This design comes from an exercise in tuning for a short achievable clock period and few clock cycles per item on the open sky130 flow, not from production work.
Only simulation tests tie the RTL to the original design; equivalence was not proved.

==> inputs of run E <==
// intensity_reflector_cluster_detect
module intensity_reflector_cluster_detect
(
    input  logic                 clk,
    input  logic                 rst_n,
    input  logic                 cfg_we,
    input  logic [CFG_IDX_W-1:0] cfg_index,
    input  logic [CFG_W-1:0]     cfg_data,
    input  logic                 beam_valid,
    output logic                 beam_stall,
    input  logic [INT_W-1:0]     beam_intensity,
    input  logic [RNG_W-1:0]     beam_range_mm,
    input  logic                 beam_range_finite,
    input  logic                 beam_last,
    output logic                 result_valid,
    input  logic                 result_stall,
    output logic [Q_W-1:0]       result_center_index_q8,
    output logic [IDX_W-1:0]     result_peak_index,
    output logic [IDX_W-1:0]     result_start_index,
    output logic [IDX_W-1:0]     result_end_index,
    output logic [INT_W-1:0]     result_peak_intensity,
    output logic [RNG_W-1:0]     result_center_range_mm
);
    localparam int NU = 5;
    logic              beam_take;
    logic              close_ev;
    logic              rej_ev;
    logic              free_ev;
    logic              ld;
    logic              ld_ok;
    logic [WS_W-1:0]   ld_w;
    logic [4:0]        ld_sh;
    logic [IWS_W-1:0]  ld_iws;
    logic [RWS_W-1:0]  ld_rws;
    logic [IDX_W-1:0]  ld_start;
    logic [IDX_W-1:0]  ld_end;
    logic [INT_W-1:0]  ld_peak;
    logic [RES_W-1:0]  result;
    assign {result_center_index_q8, result_peak_index, result_start_index,
            result_end_index, result_peak_intensity, result_center_range_mm} = result;
    irc_ctrl #(.CAP(NU)) u_ctrl (
        .clk          (clk),
        .rst_n        (rst_n),
        .beam_valid   (beam_valid),
        .beam_stall   (beam_stall),
        .beam_take    (beam_take),
        .close_ev     (close_ev),
        .rej_ev       (rej_ev),
        .free_ev      (free_ev)
    );
    irc_dp u_dp (
        .clk               (clk),
        .rst_n             (rst_n),
        .cfg_we            (cfg_we),
        .cfg_index         (cfg_index),
  ...
Settings: LEC_CHECK=0, ABC_CLOCK_PERIOD_IN_PS=2500, CAP_MARGIN=20, CORE_MARGIN=2, CORE_UTILIZATION=65, SETUP_SLACK_MARGIN=5, SLEW_MARGIN=20; clock period 9.0 ns.
standard.sh (not shown) runs the stock make flow with config.mk's settings and CLKGATE_MAP_FILE= SYNTH_SCRIPT=/design/flow/synth_recipe.tcl, a recipe that flattens the netlist after the stock synthesis.
==> flow/flow/run.sh <==
#!/bin/bash
set -euo pipefail
MARGIN=${MARGIN:-6.5}
HOOK="$PWD/flow/move_out_flops.tcl"
sed -e "s|\"\${@:-finish}\"|SETUP_SLACK_MARGIN=${MARGIN} PRE_DETAIL_PLACE_TCL=${HOOK} \"\${@:-finish}\"|" standard.sh > own_standard.sh
grep -q "PRE_DETAIL_PLACE_TCL=" own_standard.sh
bash own_standard.sh > make_finish.log 2>&1
==> flow/flow/move_out_flops.tcl <==
# PRE_DETAIL_PLACE hook: put each flip-flop that drives an output port's
# buffer on top of that buffer, so that detailed placement legalizes it
# right beside the buffer, at the die's edge. The flip-flop then drives a
# short wire and the buffer drives the way to the pin.
set block [ord::get_db_block]
set moved 0
foreach bt [$block getBTerms] {
  if {[$bt getIoType] != "OUTPUT"} { continue }
  set net [$bt getNet]
  if {$net == "NULL"} { continue }
  foreach it [$net getITerms] {
    set buf [$it getInst]
    foreach bit [$buf getITerms] {
      if {![$bit isInputSignal]} { continue }
      set dnet [$bit getNet]
      if {$dnet == "NULL"} { continue }
      foreach d [$dnet getITerms] {
        if {![$d isOutputSignal]} { continue }
        set f [$d getInst]
        if {![regexp {__(e?df|sdf)} [[$f getMaster] getName]]} { continue }
        if {[llength [$dnet getITerms]] > 2} { continue }
        set l [$buf getLocation]
        $f setLocation [lindex $l 0] [lindex $l 1]
        $f setPlacementStatus PLACED
        incr moved
      }
    }
  }
}
puts "move_out_flops: moved $moved flip-flops next to their output buffers"
==> inputs of run B, as changes to run E <==
--- a/flow/design.v
+++ b/flow/design.v
@@ -116,18 +116,17 @@
     localparam int STEPS = Q_W + 1;           
     localparam int RSTOP = STEPS - RNG_W;     
     localparam int SN    = WS_W + 3;          
     localparam int DI_W  = IWS_W + FRAC_W;    
     localparam int LOG_W = 5;
     logic [NU-1:0]    alloc_reg;
     logic [NU-1:0]    take_reg;
     logic [NU-1:0]    take_nxt;
-    logic             out_v_reg;       
-    logic             out_v_port_reg;  
+    logic             out_v_reg;
     logic [RES_W-1:0] out_reg;
     logic             taken;
     logic [NU-1:0]              u_ready;
     logic [NU-1:0][RES_W-1:0]   u_res;
     logic [RES_W-1:0]           cur_res;
     logic [RES_W-1:0]           nxt_res;
     logic [WS_W-1:0]  n_w;
     logic [DI_W-1:0]  n_xi;
@@ -246,46 +245,42 @@
         cur_res = '0;
         nxt_res = '0;
         for (int k = 0; k < NU; k++)
         begin
             cur_res = cur_res | (take_reg[k] ? u_res[k] : '0);
             nxt_res = nxt_res | (take_nxt[k] ? u_res[k] : '0);
         end
     end
-    logic out_v_next;
-    assign out_v_next = taken ? |(u_ready & take_nxt) : |(u_ready & take_reg);
     always_ff @(posedge clk or negedge rst_n)
     begin
         if (!rst_n)
         begin
             alloc_reg <= NU'(1);
             take_reg  <= NU'(1);
             freed     <= 1'b0;
-            out_v_reg <= 1'b0;
         end
         else
         begin
             if (ld && ld_ok)
                 alloc_reg <= {alloc_reg[NU-2:0], alloc_reg[NU-1]};
             if (taken)
                 take_reg <= take_nxt;
-            freed     <= taken;
-            out_v_reg <= out_v_next;
+            freed <= taken;
         end
     end
     always_ff @(posedge clk)
     begin
         if (!rst_n)
-            out_v_port_reg <= 1'b0;
+            out_v_reg <= 1'b0;
         else
-            out_v_port_reg <= out_v_next;
+            out_v_reg <= taken ? |(u_ready & take_nxt) : |(u_ready & take_reg);
         out_reg <= taken ? nxt_res : cur_res;
     end
-    assign result_valid = out_v_port_reg;
+    assign result_valid = out_v_reg;
     assign result       = out_reg;
 endmodule
 import irc_pkg::*;
 module irc_ctrl #(
     parameter int CAP  = 5,
     parameter int KEEP = 2
 )
 (
@@ -298,42 +293,35 @@
     input  logic rej_ev,
     input  logic free_ev
 );
     localparam int CR_W = $clog2(CAP + 3) + 1;
     logic [CR_W-1:0] cr_reg;
     logic [CR_W-1:0] cr_up;
     logic [CR_W-1:0] cr_next;
     logic            stall_next;
-    logic            stall_reg;       
-    logic            stall_out_reg;   
-    assign beam_stall = stall_out_reg;
+    logic            stall_reg;
+    assign beam_stall = stall_reg;
     assign beam_take  = beam_valid && !stall_reg;
     assign cr_up      = cr_reg + CR_W'(rej_ev) + CR_W'(free_ev);
     assign cr_next    = close_ev ? cr_up - 1'b1 : cr_up;
     assign stall_next = close_ev ? (cr_up <= CR_W'(KEEP)) : (cr_up < CR_W'(KEEP));
     always_ff @(posedge clk or negedge rst_n)
     begin
         if (!rst_n)
-        begin
-            cr_reg    <= CR_W'(CAP);
-            stall_reg <= 1'b0;
-        end
+            cr_reg <= CR_W'(CAP);
         else
-        begin
-            cr_reg    <= cr_next;
-            stall_reg <= stall_next;
-        end
+            cr_reg <= cr_next;
     end
     always_ff @(posedge clk)
     begin
         if (!rst_n)
-            stall_out_reg <= 1'b0;
+            stall_reg <= 1'b0;
         else
-            stall_out_reg <= stall_next;
+            stall_reg <= stall_next;
     end
 endmodule
 import irc_pkg::*;
 module irc_dp
 (
     input  logic                 clk,
     input  logic                 rst_n,
     input  logic                 cfg_we,
@@ -551,17 +539,17 @@
     logic [IDX_W-1:0]   end_reg;       
     logic [RNG_W-1:0]   near_reg;
     logic [RNG_W-1:0]   far_reg;
     logic [INT_W-1:0]   peak_reg;
     logic [1:0][WS_W-1:0]    ws_reg;
     logic [1:0][IWS_W-1:0]   iws_reg;
     logic [1:0][RWS_W-1:0]   rws_reg;
     logic [1:0][WIDTH_W-1:0] wd_reg;
-    logic               s4_close;      
+    logic               s4_close;
     logic [1:0][WS_W-1:0]    ws_n;
     logic [2:0][IWS_W-1:0]   iws_a;
     logic [1:0][IWS_W-1:0]   iws_n;
     logic [2:0][RWS_W-1:0]   rws_a;
     logic [1:0][RWS_W-1:0]   rws_n;
     logic [1:0][WIDTH_W-1:0] wd_n;
     logic [3:0][IWS_W-1:0]   iws_in;
     logic [3:0][RWS_W-1:0]   rws_in;
@@ -575,17 +563,17 @@
     irc_csa #(.N(3), .W(IWS_W))   u_iw2 (.d(iws_a),  .q(iws_n));
     irc_csa #(.N(4), .W(RWS_W))   u_rw1 (.d(rws_in), .q(rws_a));
     irc_csa #(.N(3), .W(RWS_W))   u_rw2 (.d(rws_a),  .q(rws_n));
     always_ff @(posedge clk or negedge rst_n)
     begin
         if (!rst_n)
             s4_close <= 1'b0;
         else
-            s4_close <= s3_close && s3_join;
+            s4_close <= s3_close;
     end
     always_ff @(posedge clk)
     begin
         if (s3_new)
         begin
             size_reg  <= CNT_W'(1);
             start_reg <= s3_idx;
             end_reg   <= s3_idx;
@@ -644,17 +632,17 @@
     irc_csa #(.N(3), .W(32)) u_wle (.d(wle_in), .q(wle_cs));
     assign wge_sum = wge_cs[0] + wge_cs[1] + 32'd1;
     assign wle_sum = wle_cs[0] + {wle_cs[1][31:1], 1'b1} + 32'd1;
     always_ff @(posedge clk or negedge rst_n)
     begin
         if (!rst_n)
             s5_v <= 1'b0;
         else
-            s5_v <= s4_close || (s3_close && !s3_join);
+            s5_v <= s4_close;
     end
     always_ff @(posedge clk)
     begin
         s5_ws_lo   <= (WS_A+1)'(ws_reg[0][WS_A-1:0])    + (WS_A+1)'(ws_reg[1][WS_A-1:0]);
         s5_ws_hi   <= {ws_reg[1][WS_W-1:WS_A],     ws_reg[0][WS_W-1:WS_A]};
         s5_wge     <= !wge_sum[31];
         s5_wle     <= !wle_sum[31];
         s5_iws_lo  <= (IWS_A+1)'(iws_reg[0][IWS_A-1:0]) + (IWS_A+1)'(iws_reg[1][IWS_A-1:0]);
==> flow/flow/run.sh (replaced) <==
#!/bin/bash
set -euo pipefail
MARGIN=${MARGIN:-6.5}
sed -e "s|\"\${@:-finish}\"|SETUP_SLACK_MARGIN=${MARGIN} \"\${@:-finish}\"|" standard.sh > own_standard.sh
grep -q "SETUP_SLACK_MARGIN=${MARGIN}" own_standard.sh
bash own_standard.sh > make_finish.log 2>&1
==> flow/config.mk (replaced) <==
export PLATFORM = sky130hd
export DESIGN_NAME = intensity_reflector_cluster_detect
export DESIGN_NICKNAME = intensity_reflector_cluster_detect
export VERILOG_FILES = /design/flow/design.v
export SDC_FILE = /design/flow/constraint.sdc
export NUM_CORES = 4
export LEC_CHECK = 0
export ABC_CLOCK_PERIOD_IN_PS = 2500
export CAP_MARGIN = 20
export CORE_MARGIN = 2
export CORE_UTILIZATION = 55
export SETUP_SLACK_MARGIN = 5
export SLEW_MARGIN = 20
removed: flow/flow/move_out_flops.tcl
==> inputs of run H, as changes to run E <==
==> flow/config.mk (replaced) <==
export PLATFORM = sky130hd
export DESIGN_NAME = intensity_reflector_cluster_detect
export DESIGN_NICKNAME = intensity_reflector_cluster_detect
export VERILOG_FILES = /design/flow/design.v
export SDC_FILE = /design/flow/constraint.sdc
export NUM_CORES = 4
export LEC_CHECK = 0
export ABC_CLOCK_PERIOD_IN_PS = 2500
export CAP_MARGIN = 20
export CORE_MARGIN = 2
export CORE_UTILIZATION = 75
export SETUP_SLACK_MARGIN = 5
export SLEW_MARGIN = 20
==> inputs of run C, as changes to run E <==
==> flow/config.mk (replaced) <==
export PLATFORM = sky130hd
export DESIGN_NAME = intensity_reflector_cluster_detect
export DESIGN_NICKNAME = intensity_reflector_cluster_detect
export VERILOG_FILES = /design/flow/design.v
export SDC_FILE = /design/flow/constraint.sdc
export NUM_CORES = 4
export LEC_CHECK = 0
export ABC_CLOCK_PERIOD_IN_PS = 2500
export CAP_MARGIN = 20
export CORE_MARGIN = 2
export CORE_UTILIZATION = 55
export SETUP_SLACK_MARGIN = 5
export SLEW_MARGIN = 20
==> flow_metrics.tcl <==
set metrics [dict create \
    top_layer_used "met5" \
    grt_overflow 0 \
    wl_met2_um 205000 \
    min_to "u_dp.s6_rws_lo[5]$_DFF_P_" \
    synth.distinct_cells 99 \
    async_flop_share_pct 6.00 \
    min-delay-start "u_dp.s5_rws_lo[5]$_DFF_P_" \
    status "finished clean" \
]
(the above is from run E)
==> flow_metrics.tcl <==
set metrics [dict create \
    async_flop_share_pct 6.00 \
    error "[ERROR GRT-0232] Routing congestion too high. Check the congestion heatmap in the GUI." \
    grtUsageMet1_pct 68.6 \
    placedCellCount 16496 \
    antenna_found_initial 77 \
    synth.distinct_cells 99 \
    failed_stage "global routing (5_1_grt)" \
    grt_overflow 130 \
    status "aborted with a tool error" \
]
(the above is from run H)
==> flow_metrics.tcl <==
set metrics [dict create \
    synth.distinct_cells 99 \
    status "finished clean" \
    grt_overflow 0 \
    cts_tree "yes" \
    top_layer_used "met4" \
    drv_slew 0 \
    final_area_um2 181000 \
    startpoint "u_divs.out_reg[10]$_DFF_P_" \
    syn-instance-count 14303 \
    ys_top_cells_by_area "dfxtp_1 (35%), fa_1 (11%), edfxtp_1 (8.5%)" \
    async_flop_share_pct 6.00 \
    relSlewSlack_pct 28.2 \
    wl_met2_um 211000 \
]
(the above is from run C)
==> flow_metrics.tcl <==
set metrics [dict create \
    top_layer_used "met5" \
    async_flop_share_pct 5.94 \
    min-delay-start "u_dp.s5_iws_hi[13]$_DFF_P_" \
    final_area_um2 180000 \
    wl_met2_um 208000 \
    status "finished clean" \
    dr_wl_met3_um 22300 \
    synth.distinct_cells 90 \
    min_to "u_dp.s6_iws_hi[0]$_DFF_P_" \
]
(the above is from run B)
Testbench counts of run E, summed over its fixed seeds: cycles 9,904, beams 9,672.
Testbench counts of run B, summed over its fixed seeds: cycles 9,912, beams 9,672.
Testbench counts of run H, summed over its fixed seeds: cycles 9,904, beams 9,672.
Testbench counts of run C, summed over its fixed seeds: cycles 9,904, beams 9,672.

[port drivers added, routing unchanged]
The flow's constraints put no driver on any port. The routed layouts listed below were extracted and timed again, unchanged, in two steps. Step 1 (the two cells are an assumption about what drives the block):
set clk [get_ports {clk}]
set_driving_cell -lib_cell sky130_fd_sc_hd__clkbuf_16 $clk
set_driving_cell -lib_cell sky130_fd_sc_hd__buf_2 [delete_from_list [all_inputs] $clk]
Step 2 adds t to the input delays and takes it off the output delays; t is the mean of the earliest and latest rising clock arrival at the registers after step 1. Input paths then give back, and output paths get back, about the clock's delay inside the block. a / b / c = ideal / step 1 / step 2; a / b = the first two.
run	t (ns)	setup WS [ns]	worst setup path at the end	worst register clock-pin slew, ns	pins driven straight from the clock port
run E	1.022	5.824 / 5.726 / 5.510	input to register	0.07 / 0.07	1
run B	1.017	5.767 / 5.660 / 5.458	input to register	0.07 / 0.07	1
run C	1.004	5.837 / 5.742 / 5.457	input to register	0.07 / 0.07	1
After both steps every run listed still meets setup and hold. The setup slack of run C, which loses most, moves by -0.095 ns with the drivers and by -0.380 ns with both steps.
